What follows belongs to an exercise in optimizing a design on an open flow for small area; a production flow would make more cautious choices. Function was checked by simulation only, so behaviour that the tests miss may differ from the original. Power figures rest on the tool's default switching activity, not on a simulated workload.

## before
==> flow/design.v <==
package rob_cfg_pkg;
  localparam int rob_depth       = 8;
  localparam int rob_index_width = 3;
  typedef logic [rob_index_width-1:0] rob_index_t;
  typedef logic [rob_index_width:0] rob_ptr_t;
endpackage
package rob_entry_pkg;
  localparam int addr_width     = 32;
  localparam int data_width     = 32;
  localparam int reg_addr_width = 5;
  localparam int exc_code_width = 5;
  typedef logic [addr_width-1:0]     addr_t;
  typedef logic [data_width-1:0]     data_t;
  typedef logic [reg_addr_width-1:0] reg_addr_t;
  typedef logic [exc_code_width-1:0] exc_code_t;
  localparam int entry_width = 2 + reg_addr_width + data_width + exc_code_width + addr_width;
  typedef struct packed {
    logic      done;
    logic      reg_write_en;
    reg_addr_t reg_addr;
    data_t     result;
    exc_code_t exc_code;
    addr_t     pc;
  } rob_entry_t;
endpackage
`timescale 1ns/1ps
module rob_ptr_ctrl (
  input  logic                    clk,
  input  logic                    rst,
  input  logic                    write_en,
  input  logic                    read_en,
  input  logic                    commit_en,
  input  logic                    update_en,
  input  logic                    erase_en,
  input  rob_cfg_pkg::rob_index_t update_addr,
  input  rob_cfg_pkg::rob_index_t erase_addr,
  output logic                    can_write,
  output logic                    can_read,
  output logic                    can_commit,
  output rob_cfg_pkg::rob_index_t issue_tag,
  output rob_cfg_pkg::rob_index_t commit_tag,
  output logic [rob_cfg_pkg::rob_depth-1:0] ptr_wr_sel,
  output logic [rob_cfg_pkg::rob_depth-1:0] ptr_wr_hold,
  output logic [rob_cfg_pkg::rob_depth-1:0] ptr_issue_sel,
  output logic [rob_cfg_pkg::rob_depth-1:0] ptr_commit_sel,
  input  logic                    ptr_head_done
);
  localparam int iw    = rob_cfg_pkg::rob_index_width;
  localparam int depth = rob_cfg_pkg::rob_depth;
  rob_cfg_pkg::rob_ptr_t head_ptr;
  rob_cfg_pkg::rob_ptr_t read_ptr;
  rob_cfg_pkg::rob_ptr_t tail_ptr;
  logic empty;
  logic full;
  logic do_alloc;
  logic do_read;
  logic do_commit;
  rob_cfg_pkg::rob_ptr_t   read_next;
  rob_cfg_pkg::rob_ptr_t   erase_tail;
  rob_cfg_pkg::rob_ptr_t   erase_count;
  rob_cfg_pkg::rob_ptr_t   read_dist;
  rob_cfg_pkg::rob_index_t wr_index;
  logic                    wr_en;
  logic                    erase_wrap;
  logic                    pull_back;
  assign empty      = head_ptr == tail_ptr;
  assign full       = (head_ptr[iw-1:0] == tail_ptr[iw-1:0]) && (head_ptr[iw] != tail_ptr[iw]);
  assign can_write  = !full;
  assign can_read   = read_ptr != tail_ptr;
  assign can_commit = !empty && ptr_head_done;
  assign do_alloc  = write_en && can_write && !erase_en;
  assign do_read   = read_en && can_read;
  assign do_commit = commit_en && can_commit;
  assign wr_en    = do_alloc || update_en;
  assign wr_index = do_alloc ? tail_ptr[iw-1:0] : update_addr;
  assign issue_tag  = read_ptr[iw-1:0];
  assign commit_tag = head_ptr[iw-1:0];
  always_comb begin
    for (int i = 0; i < depth; i++) begin
      ptr_wr_sel[i]     = wr_en && (wr_index == i[iw-1:0]);
      ptr_wr_hold[i]    = !ptr_wr_sel[i];
      ptr_issue_sel[i]  = (read_ptr[iw-1:0] == i[iw-1:0]);
      ptr_commit_sel[i] = (head_ptr[iw-1:0] == i[iw-1:0]);
    end
  end
  always_comb begin
    erase_wrap  = (erase_addr >= head_ptr[iw-1:0]) ? head_ptr[iw] : !head_ptr[iw];
    erase_tail  = {erase_wrap, erase_addr};
    erase_count = erase_tail - head_ptr;
    read_next   = read_ptr + rob_cfg_pkg::rob_ptr_t'(do_read);
    read_dist   = read_next - head_ptr;
    pull_back   = read_dist > erase_count;
  end
  always_ff @(posedge clk) begin
    if (!rst) begin
      head_ptr <= '0;
    end else if (do_commit) begin
      head_ptr <= head_ptr + 1'b1;
    end
  end
  always_ff @(posedge clk) begin
    if (!rst) begin
      read_ptr <= '0;
    end else if (erase_en && pull_back) begin
      read_ptr <= erase_tail;
    end else begin
      read_ptr <= read_next;
    end
  end
  always_ff @(posedge clk) begin
    if (!rst) begin
      tail_ptr <= '0;
    end else if (erase_en) begin
      tail_ptr <= erase_tail;
    end else if (do_alloc) begin
      tail_ptr <= tail_ptr + 1'b1;
    end
  end
endmodule
`timescale 1ns/1ps
module rob_slot #(
  parameter int W = 76
) (
  input  logic         clk,
  input  logic [W-1:0] d,
  input  logic         sel,
  input  logic         hold,
  output logic [W-1:0] q
);
  always_ff @(posedge clk) begin
    q <= (d & {W{sel}}) | (q & {W{hold}});
  end
endmodule
module rob_aoi222 #(
  parameter int W = 76
) (
  input  logic [W-1:0] a,
  input  logic [W-1:0] b,
  input  logic [W-1:0] c,
  input  logic         sa,
  input  logic         sb,
  input  logic         sc,
  output logic [W-1:0] y
);
  assign y = ~((a & {W{sa}}) | (b & {W{sb}}) | (c & {W{sc}}));
endmodule
module rob_aoi22 #(
  parameter int W = 76
) (
  input  logic [W-1:0] a,
  input  logic [W-1:0] b,
  input  logic         sa,
  input  logic         sb,
  output logic [W-1:0] y
);
  assign y = ~((a & {W{sa}}) | (b & {W{sb}}));
endmodule
module rob_nand3 #(
  parameter int W = 76
) (
  input  logic [W-1:0] a,
  input  logic [W-1:0] b,
  input  logic [W-1:0] c,
  output logic [W-1:0] y
);
  assign y = ~(a & b & c);
endmodule
module rob_rd_mux #(
  parameter int W = 76
) (
  input  logic [7:0][W-1:0] e,
  input  logic [7:0]        sel,
  output logic [W-1:0]      y
);
  logic [W-1:0] y0, y1, y2;
  rob_aoi222 #(.W(W)) u_g0 (.a(e[0]), .b(e[1]), .c(e[2]), .sa(sel[0]), .sb(sel[1]), .sc(sel[2]), .y(y0));
  rob_aoi222 #(.W(W)) u_g1 (.a(e[3]), .b(e[4]), .c(e[5]), .sa(sel[3]), .sb(sel[4]), .sc(sel[5]), .y(y1));
  rob_aoi22  #(.W(W)) u_g2 (.a(e[6]), .b(e[7]), .sa(sel[6]), .sb(sel[7]), .y(y2));
  rob_nand3  #(.W(W)) u_or (.a(y0), .b(y1), .c(y2), .y(y));
endmodule
module rob_entry_array (
  input  logic                      clk,
  input  logic                      rst,
  input  rob_entry_pkg::rob_entry_t wr_data,
  output rob_entry_pkg::rob_entry_t issue_entry,
  output rob_entry_pkg::rob_entry_t commit_entry,
  input  logic [rob_cfg_pkg::rob_depth-1:0] ptr_wr_sel,
  input  logic [rob_cfg_pkg::rob_depth-1:0] ptr_wr_hold,
  input  logic [rob_cfg_pkg::rob_depth-1:0] ptr_issue_sel,
  input  logic [rob_cfg_pkg::rob_depth-1:0] ptr_commit_sel,
  output logic                      ptr_head_done
);
  localparam int depth = rob_cfg_pkg::rob_depth;
  localparam int ew    = rob_entry_pkg::entry_width;
  localparam int iw    = rob_entry_pkg::exc_code_width + rob_entry_pkg::addr_width;
  logic [depth-1:0][ew-1:0] entries;
  logic [depth-1:0][iw-1:0] issue_words;
  logic [iw-1:0]            issue_low;
  for (genvar i = 0; i < depth; i++) begin : g_slot
    rob_slot #(.W(ew)) u_slot (
      .clk  (clk),
      .d    (wr_data),
      .sel  (ptr_wr_sel[i]),
      .hold (ptr_wr_hold[i]),
      .q    (entries[i])
    );
    assign issue_words[i] = entries[i][iw-1:0];
  end
  rob_rd_mux #(.W(ew)) u_commit_mux (.e(entries),     .sel(ptr_commit_sel), .y(commit_entry));
  rob_rd_mux #(.W(iw)) u_issue_mux  (.e(issue_words), .sel(ptr_issue_sel),  .y(issue_low));
  always_comb begin
    issue_entry          = '0;
    issue_entry.exc_code = issue_low[iw-1:rob_entry_pkg::addr_width];
    issue_entry.pc       = issue_low[rob_entry_pkg::addr_width-1:0];
  end
  assign ptr_head_done = commit_entry.done;
endmodule
`timescale 1ns/1ps
module rob_top (
  input  logic                     clk,
  input  logic                     rst,
  input  logic                     write_en,
  input  logic                     read_en,
  input  logic                     update_en,
  input  logic                     commit_en,
  input  logic                     erase_en,
  input  rob_cfg_pkg::rob_index_t  update_addr,
  input  rob_cfg_pkg::rob_index_t  erase_addr,
  input  logic                     in_done,
  input  logic                     in_reg_write_en,
  input  rob_entry_pkg::reg_addr_t in_reg_addr,
  input  rob_entry_pkg::data_t     in_result,
  input  rob_entry_pkg::exc_code_t in_exc_code,
  input  rob_entry_pkg::addr_t     in_pc,
  output logic                     can_write,
  output logic                     can_read,
  output logic                     can_commit,
  output rob_cfg_pkg::rob_index_t  issue_tag,
  output rob_entry_pkg::addr_t     issue_pc,
  output rob_entry_pkg::exc_code_t issue_exc_code,
  output rob_cfg_pkg::rob_index_t  commit_tag,
  output logic                     commit_reg_write_en,
  output rob_entry_pkg::reg_addr_t commit_reg_addr,
  output rob_entry_pkg::data_t     commit_result,
  output rob_entry_pkg::exc_code_t commit_exc_code,
  output rob_entry_pkg::addr_t     commit_pc
);
  rob_entry_pkg::rob_entry_t wr_data;
  rob_entry_pkg::rob_entry_t issue_entry;
  rob_entry_pkg::rob_entry_t commit_entry;
  logic [rob_cfg_pkg::rob_depth-1:0] ptr_wr_sel;
  logic [rob_cfg_pkg::rob_depth-1:0] ptr_wr_hold;
  logic [rob_cfg_pkg::rob_depth-1:0] ptr_issue_sel;
  logic [rob_cfg_pkg::rob_depth-1:0] ptr_commit_sel;
  logic                    ptr_head_done;
  assign wr_data.done         = in_done;
  assign wr_data.reg_write_en = in_reg_write_en;
  assign wr_data.reg_addr     = in_reg_addr;
  assign wr_data.result       = in_result;
  assign wr_data.exc_code     = in_exc_code;
  assign wr_data.pc           = in_pc;
  rob_ptr_ctrl u_ptr_ctrl (
    .clk         (clk),
    .rst         (rst),
    .write_en    (write_en),
    .read_en     (read_en),
    .commit_en   (commit_en),
    .update_en   (update_en),
    .erase_en    (erase_en),
    .update_addr (update_addr),
    .erase_addr  (erase_addr),
    .can_write   (can_write),
    .can_read    (can_read),
    .can_commit  (can_commit),
    .issue_tag   (issue_tag),
    .commit_tag  (commit_tag),
    .ptr_wr_sel       (ptr_wr_sel),
    .ptr_wr_hold      (ptr_wr_hold),
    .ptr_issue_sel    (ptr_issue_sel),
    .ptr_commit_sel   (ptr_commit_sel),
    .ptr_head_done    (ptr_head_done)
  );
  rob_entry_array u_entry_array (
    .clk          (clk),
    .rst          (rst),
    .wr_data      (wr_data),
    .issue_entry  (issue_entry),
    .commit_entry (commit_entry),
    .ptr_wr_sel       (ptr_wr_sel),
    .ptr_wr_hold      (ptr_wr_hold),
    .ptr_issue_sel    (ptr_issue_sel),
    .ptr_commit_sel   (ptr_commit_sel),
    .ptr_head_done    (ptr_head_done)
  );
  assign issue_pc       = issue_entry.pc;
  assign issue_exc_code = issue_entry.exc_code;
  assign commit_reg_write_en = commit_entry.reg_write_en;
  assign commit_reg_addr     = commit_entry.reg_addr;
  assign commit_result       = commit_entry.result;
  assign commit_exc_code     = commit_entry.exc_code;
  assign commit_pc           = commit_entry.pc;
endmodule
export LEC_CHECK = 0
export CAP_MARGIN = 20
export CORE_MARGIN = 2
export CORE_UTILIZATION = 40
export PLACE_DENSITY = 0.6
export SLEW_MARGIN = 20
export SYNTH_HIERARCHICAL = 1
create_clock -name core_clock -period 5.0 [get_ports {clk}]
run.sh (not shown) runs the stock make flow with config.mk's settings and CLKGATE_MAP_FILE= SYNTH_SCRIPT=/design/flow/synth_recipe.tcl, a recipe that flattens the netlist after the stock synthesis.
Relative to before, the following input files were edited for after:
==> flow/design.v, changed modules only <==
module rob_fin (
  input  logic y0,
  input  logic y1,
  input  logic a,
  input  logic b,
  input  logic sa,
  input  logic sb,
  output logic y
);
  assign y = ~(y0 & y1 & ~((a & sa) | (b & sb)));
endmodule
module rob_rd_mux #(
  parameter int W = 76
) (
  input  logic [7:0][W-1:0] e,
  input  logic [7:0]        sel,
  output logic [W-1:0]      y
);
  for (genvar b = 0; b < W; b++) begin : g_bit
    logic y0, y1, y2;
    rob_aoi222 #(.W(1)) u_g0 (.a(e[0][b]), .b(e[1][b]), .c(e[2][b]), .sa(sel[0]), .sb(sel[1]), .sc(sel[2]), .y(y0));
    rob_aoi222 #(.W(1)) u_g1 (.a(e[3][b]), .b(e[4][b]), .c(e[5][b]), .sa(sel[3]), .sb(sel[4]), .sc(sel[5]), .y(y1));
    rob_fin u_or (.y0(y0), .y1(y1), .a(e[6][b]), .b(e[7][b]), .sa(sel[6]), .sb(sel[7]), .y(y[b]));
  end
endmodule
[summary]
after went all the way through the flow, and no timing, DRC or antenna check failed.
after vs before — clock share of power rose 0.8 points.
Relative to before, the vertical die dimension measured on after has decreased by a few percent.
Looking at after and before, the final hold slack is a wash.
Compared with before, in after number of antenna violations at the first check in global routing increased by 2 relative to the old numbers, count of input and output buffers held steady, total routed wirelength shows a reduction of about 0.6%, switching power fell 0.021 mW.
In the reports for after and before, the smaller actual slew at the worst max-slew pin belongs to after.
When after is set beside before, its total power of the final layout turns out to be 0.18 mW larger.
The met1 track utilization from global routing of after is higher than that of before.
Of after and before, before shows the lower via count, with after above it.
Relative to before, detail-routed via count per cell increased by 0.97% in after.

==> re-timing with driven ports <==
How much do the figures lean on ideal ports? The routed layouts below were timed once more, with nothing changed but the port constraints.
Step 1, drivers: a clkbuf_16 drives clk and a buf_2 each remaining input, both assumed.
Step 2 adds t to the input delays and takes it off the output delays; t is the mean of the earliest and latest rising clock arrival at the registers after step 1. Input paths then give back, and output paths get back, about the clock's delay inside the block.
Three values: no drivers, after step 1, after step 2; two values: the first two.
run	t (ns)	setup slack, ns	hold slack, ns	worst register clock-pin slew, ns	worst slew at a driven data input, ns
before	0.659	0.389 / 0.326 / 0.855	0.472 / 0.472 / 0.472	0.07 / 0.07	0.13
after	0.651	0.271 / 0.209 / 0.805	0.470 / 0.470 / 0.470	0.07 / 0.07	0.13
After both steps setup and hold are still met in every run listed.
